What follows belongs to an exercise in optimizing a design on an open flow for small area and a short achievable clock period; a production flow would make more cautious choices. Function was checked by simulation only, so behaviour that the tests miss may differ from the original. Power figures rest on the tool's default switching activity, not on a simulated workload.

== exp/lagoon ==
==> flow/design.v (excerpt) <==
module mul_simd_top
(
   input  logic        clk,
   input  logic        rst_n,
   input  logic        in_valid,
   input  logic [1:0]  op,
   input  logic [31:0] a,
   input  logic [31:0] b,
   output logic        out_valid,
   output logic [63:0] result
);
For scale: roughly 130 I/O pins, roughly 20000 um^2 of cells after synthesis.
Settings: LEC_CHECK=0, CAP_MARGIN=20, CORE_MARGIN=2, CORE_UTILIZATION=60, SLEW_MARGIN=20; clock period 9.5 ns.
standard.sh (not shown) runs the stock make flow with config.mk's settings and CLKGATE_MAP_FILE= SYNTH_SCRIPT=/design/flow/synth_recipe.tcl, a recipe that flattens the netlist after the stock synthesis.
==> flow/flow/run.sh <==
#!/bin/bash
# Own layout flow: the standard synthesis unchanged, then
#  - (if POLARITY=1) flow/polarity.py removes inverters between full-adder
#    cells of the synthesized netlist by choosing each adder's polarity
#    (registers, ports and the function are unchanged),
#  - the standard ORFS steps with a few resizer settings changed (knobs.sh):
#    port buffers are buf cells (the default pick is a slow delay buffer),
#    the resizer may swap cells across footprints, and repair_timing aims for
#    extra setup slack.
# Each step's full output goes to a log file in this folder.
set -euo pipefail
cd "$(dirname "$0")/.."
source flow/knobs.sh
R=orfs/results/sky130hd/mul_simd_top/base
bash standard.sh synth > flow_synth.log 2>&1
if [[ "${POLARITY:-0}" == 1 ]]; then
  cp $R/1_2_yosys.v flow_synth_netlist.v
  python3 flow/polarity.py $R/1_2_yosys.v > flow_polarity.log 2>&1
  rm -f $R/1_synth.odb $R/1_synth.sdc
fi
bash standard.sh "${KNOBS[@]}" finish > flow_layout.log 2>&1
Other scripts of this flow, unchanged in this note and not shown: flow/flow/knobs.sh, flow/flow/polarity.py
The following lists how exp/quartz was set up differently from exp/lagoon:
- putting CTS_CLUSTER_SIZE at 24 where nothing was set
- putting CTS_CLUSTER_DIAMETER at 100 where nothing was set
- putting CTS_BUF_LIST at sky130_fd_sc_hd__clkbuf_8 sky130_fd_sc_hd__clkbuf_16 where nothing was set
Delta (exp/quartz minus exp/lagoon): register cell area after layout rose by about 0.3%; count of cell instances traversed by the critical path down 8; share of the clock period used by the worst path after layout now larger; final instance area shows a reduction of about 2.7%; cell count decreased 1.6%.
diff inputs: exp/quartz => exp/raven
- PLACE_DENSITY newly set to 0.75
- CORE_UTILIZATION changed from 60 to 65
Notes after the runs:
- exp/raven vs exp/quartz: number of well-tap cells placed down by more than 10%
- Compared with exp/quartz, in exp/raven total power saw an increase, sequential cell area share saw little to no change, required time at the endpoint of the critical path saw an increase, worst-case clock skew saw an increase.
- Run comparison: exp/raven cell with the biggest individual delay on the critical path dfxtp_2; exp/quartz cell with the biggest individual delay on the critical path a211oi_2

---

Another version of the RTL of mul_simd_top (not shown whole).
For scale: roughly 2,100 cells after synthesis, about 130 I/O pins, ~21,000 um^2 of cells after synthesis.
==> flow/config.mk <==
export PLATFORM = sky130hd
export DESIGN_NAME = mul_simd_top
export DESIGN_NICKNAME = mul_simd_top
export VERILOG_FILES = /design/flow/design.v
export SDC_FILE = /design/flow/constraint.sdc
export NUM_CORES = 4
export LEC_CHECK = 0
export CAP_MARGIN = 20
export CORE_MARGIN = 2
export CORE_UTILIZATION = 60
export CTS_BUF_LIST = sky130_fd_sc_hd__clkbuf_8 sky130_fd_sc_hd__clkbuf_16
export CTS_CLUSTER_DIAMETER = 100
export CTS_CLUSTER_SIZE = 24
export SLEW_MARGIN = 20
==> flow/constraint.sdc <==
create_clock -name core_clock -period 9.5 [get_ports {clk}]
set_input_delay 1.9000 -clock core_clock [delete_from_list [all_inputs] [get_ports {clk}]]
set_output_delay 1.9000 -clock core_clock [all_outputs]
set_load 0.01 [all_outputs]
==> flow/flow/knobs.sh <==
POLARITY=1
KNOBS=(
  MATCH_CELL_FOOTPRINT=0
  "BUFFER_PORTS_ARGS=-buffer_cell sky130_fd_sc_hd__buf_2"
  SETUP_SLACK_MARGIN=5.35
)
Scripts as last shown in full above: flow/flow/run.sh
Other scripts of this flow, unchanged in this note and not shown: flow/flow/polarity.py
Then changed:
--- a/flow/flow/knobs.sh
+++ b/flow/flow/knobs.sh
@@ -5 +5 @@
-  SETUP_SLACK_MARGIN=5.35
+  SETUP_SLACK_MARGIN=5.7
Settings changed: GPL_ROUTABILITY_DRIVEN set to 0.
The changed run finished with timing, DRC and antenna clean.
Non-clock buffer count rose by 54.
Setup slack improves by 0.10 ns.
Via count grows by 2.3%.
Power rose by 10%.
Worst hold slack is about the same.
Clock skew hardly moves.
Core utilization came out higher by 4.6 points.
Design area is higher by 7.1%.
Then changed:
--- a/flow/flow/knobs.sh
+++ b/flow/flow/knobs.sh
@@ -5 +5 @@
-  SETUP_SLACK_MARGIN=5.7
+  SETUP_SLACK_MARGIN=5.45
Settings changed: GPL_ROUTABILITY_DRIVEN 0 to not set.
Sequential share of layout area rises by 0.92 points. Hold slack barely changes. Worst setup slack degrades by 0.029 ns. Total power falls by 6.5%.
Then changed:
--- a/flow/flow/knobs.sh
+++ b/flow/flow/knobs.sh
@@ -5 +5 @@
-  SETUP_SLACK_MARGIN=5.45
+  SETUP_SLACK_MARGIN=5.5
=> Cell count grows by 0.40%; hold slack stays flat; maximum frequency grows by 0.71%; total power shrinks by 0.43%; register-to-register slack improved by 0.05 ns.
Then changed:
Settings changed: CTS_CLUSTER_SIZE 24 to 28.
The new run finished clean.
Worst setup slack is worse by 0.010 ns.
Clock skew hardly moves.
Clock-buffer cell count is unchanged.
Design area climbs by 0.35%.
Die area stays the same.
Cell count hardly moves.
Register-to-register slack gets worse by 0.03 ns.
Total power barely changes.
Global-route usage stays flat.
Area after synthesis stays the same.
Routed wire length rose by 0.48%.
Then changed:
--- a/flow/flow/knobs.sh
+++ b/flow/flow/knobs.sh
@@ -5 +5 @@
-  SETUP_SLACK_MARGIN=5.5
+  SETUP_SLACK_MARGIN=5.55
Settings changed: CTS_CLUSTER_SIZE 28 to 24, GPL_ROUTABILITY_DRIVEN set to 0.
Design area barely changes.
Utilization rises by 0.14 points.
Wire length drops by 1.9%.
Power goes up by 1.4%.
Final cell count barely changes.
Global-route usage drops by 0.44 points.
Setup slack barely changes.
Non-clock buffer count decreases by 4.

---

== 04-20 ==
mul_simd_top, a different RTL version from the one above (not shown whole).
Size in the first run: ~2,200 cells after synthesis, roughly 260 flip-flops, ~130 I/O pins, ~21,000 µm² of cells after synthesis.
==> flow/config.mk <==
export PLATFORM = sky130hd
export DESIGN_NAME = mul_simd_top
export DESIGN_NICKNAME = mul_simd_top
export VERILOG_FILES = /design/flow/design.v
export SDC_FILE = /design/flow/constraint.sdc
export NUM_CORES = 4
export LEC_CHECK = 0
export CAP_MARGIN = 20
export CORE_MARGIN = 2
export CORE_UTILIZATION = 40
export SLEW_MARGIN = 20
==> flow/constraint.sdc <==
create_clock -name core_clock -period 9.5 [get_ports {clk}]
set_input_delay 1.9000 -clock core_clock [delete_from_list [all_inputs] [get_ports {clk}]]
set_output_delay 1.9000 -clock core_clock [all_outputs]
set_load 0.01 [all_outputs]
==> flow/flow/run.sh <==
#!/bin/bash
# Own layout flow: the standard synthesis unchanged, then the standard ORFS
# steps with a few resizer settings changed:
#  - port buffers are buf cells (the default pick is a slow delay buffer),
#  - the resizer may swap cells across footprints,
#  - repair_timing aims for extra setup slack (see knobs.sh).
# Each step's full output goes to a log file in this folder.
set -euo pipefail
cd "$(dirname "$0")/.."
source flow/knobs.sh
bash standard.sh synth > flow_synth.log 2>&1
bash standard.sh "${KNOBS[@]}" finish > flow_layout.log 2>&1
==> flow/flow/knobs.sh <==
KNOBS=(
  MATCH_CELL_FOOTPRINT=0
  "BUFFER_PORTS_ARGS=-buffer_cell sky130_fd_sc_hd__buf_2"
  SETUP_SLACK_MARGIN=5.60
)
The flow did not stop early for 04-20: all stages ran, and the layout cleared the timing, design-rule and antenna checks.
The inputs of 09-02 differ from those of 04-20 as listed below.
==> flow/flow/knobs.sh <==
KNOBS=(
  MATCH_CELL_FOOTPRINT=0
  "BUFFER_PORTS_ARGS=-buffer_cell sky130_fd_sc_hd__buf_2"
  SETUP_SLACK_MARGIN=5.25
)
### Flow results
From 04-20 to 09-02 the numbers moved as follows: sequential power now sits at about the same level, post-CTS setup buffer count now sits lower, non-filler instance count after layout now sits lower, total power now sits lower, combinational logic power now sits lower.
NOTE number of global-route vias before repair 04-20->09-02 decreased by a few percent
Against 04-20, total met3 wirelength after detailed routing in 09-02 fell by more than a quarter.
Higher sequential share of cell area among 09-02 and 04-20: 09-02
Clock power share: 09-02 and 04-20 compared, lower one is 04-20

---

Setup of north:
RTL: one of the versions met above, not the one the previous note started from.
Size in the first run: ~130 I/O pins, roughly 0.021 mm² of cells after synthesis.
clock: 9.5 ns
lec_check: 0
cap_margin: 20
core_margin: 2
core_utilization: 60
cts_buf_list: sky130_fd_sc_hd__clkbuf_8 sky130_fd_sc_hd__clkbuf_16
cts_cluster_diameter: 100
cts_cluster_size: 24
slew_margin: 20
==> flow/flow/run.sh <==
#!/bin/bash
# Own layout flow: the standard synthesis unchanged, then
#  - (if POLARITY=1) flow/polarity.py removes inverters between full-adder
#    cells of the synthesized netlist by choosing each adder's polarity
#    (registers, ports and the function are unchanged),
#  - the standard ORFS steps with a few resizer settings changed (knobs.sh):
#    port buffers are buf cells (the default pick is a slow delay buffer),
#    the resizer may swap cells across footprints, and repair_timing aims for
#    extra setup slack.
# Each step's full output goes to a log file in this folder.
set -euo pipefail
cd "$(dirname "$0")/.."
source flow/knobs.sh
R=orfs/results/sky130hd/mul_simd_top/base
bash standard.sh synth > flow_synth.log 2>&1
if [[ "${POLARITY:-0}" == 1 ]]; then
  cp $R/1_2_yosys.v flow_synth_netlist.v
  python3 flow/polarity.py $R/1_2_yosys.v > flow_polarity.log 2>&1
  rm -f $R/1_synth.odb $R/1_synth.sdc
fi
bash standard.sh "${KNOBS[@]}" finish > flow_layout.log 2>&1
==> flow/flow/knobs.sh <==
POLARITY=1
KNOBS=(
  MATCH_CELL_FOOTPRINT=0
  "BUFFER_PORTS_ARGS=-buffer_cell sky130_fd_sc_hd__buf_2"
  SETUP_SLACK_MARGIN=5.2
)
Other scripts of this flow, unchanged in this note and not shown: flow/flow/polarity.py
Changes in middle relative to north:
Settings: GPL_ROUTABILITY_DRIVEN newly set to 0.
==> flow/flow/knobs.sh <==
POLARITY=1
KNOBS=(
  MATCH_CELL_FOOTPRINT=0
  "BUFFER_PORTS_ARGS=-buffer_cell sky130_fd_sc_hd__buf_2"
  SETUP_SLACK_MARGIN=5.35
)
Notes after the runs:
Diff middle and north: wire length on met3 higher in middle. Sort middle and north by critical path depth, ascending, and middle comes first. | signed area change from the synthesized netlist to the final layout | middle vs north | 0.85 points higher |. Sort middle and north by global-route usage, ascending, and middle comes first. Compare middle and north | worst setup slack after layout higher: middle. Between middle and north, the footprint of the flip-flops and latches does not differ in any meaningful way. Looking at wire length of the first global-routing pass, middle sits 950 µm lower than north does. | arrival time reported for the critical path endpoint | higher: north |. On clock skew after layout, north beats middle.

-- static timing again, ports no longer ideal --
How much do the figures lean on ideal ports? The routed layouts below were timed once more, with nothing changed but the port constraints. Step 1 assumes that a clkbuf_16 drives the clock port and a buf_2 every other input. Step 2, shift: input delay + t, output delay - t, t = (earliest + latest rising clock arrival at the registers) / 2. This alone moves slack from input paths to output paths. a / b / c = ideal ports / drivers / drivers and shift; a / b = the first two.
run | t (ns) | slack for setup (ns) | worst setup path at the end | latest minus earliest clock arrival (ns)
exp/lagoon | 0.612 | 5.325 / 5.308 / 5.239 | input to register | 0.014 / 0.014
exp/quartz | 0.546 | 5.294 / 5.242 / 5.265 | input to register | 0.013 / 0.014
exp/raven | 0.560 | 5.336 / 5.336 / 5.270 | input to register | 0.033 / 0.033
the first run of note 2 | 0.555 | 5.423 / 5.404 / 5.423 | register to register | 0.019 / 0.020
the second run of note 2 | 0.558 | 5.523 / 5.469 / 5.430 | input to register | 0.025 / 0.025
the third run of note 2 | 0.577 | 5.494 / 5.440 / 5.330 | input to register | 0.020 / 0.019
the fourth run of note 2 | 0.562 | 5.522 / 5.469 / 5.316 | input to register | 0.021 / 0.021
the fifth run of note 2 | 0.571 | 5.512 / 5.458 / 5.284 | input to register | 0.027 / 0.028
the sixth run of note 2 | 0.562 | 5.510 / 5.455 / 5.186 | input to register | 0.022 / 0.022
04-20 | 0.594 | 5.015 / 4.955 / 5.215 | input to register | 0.022 / 0.022
09-02 | 0.635 | 5.009 / 4.953 / 5.373 | register to register | 0.023 / 0.022
north | 0.560 | 5.359 / 5.306 / 5.359 | register to register | 0.017 / 0.017
middle | 0.576 | 5.453 / 5.397 / 5.322 | input to register | 0.028 / 0.028
After both steps setup and hold are still met in every run listed. The setup slack of the sixth run of note 2, which loses most, moves by -0.055 ns with the drivers and by -0.324 ns with both steps.
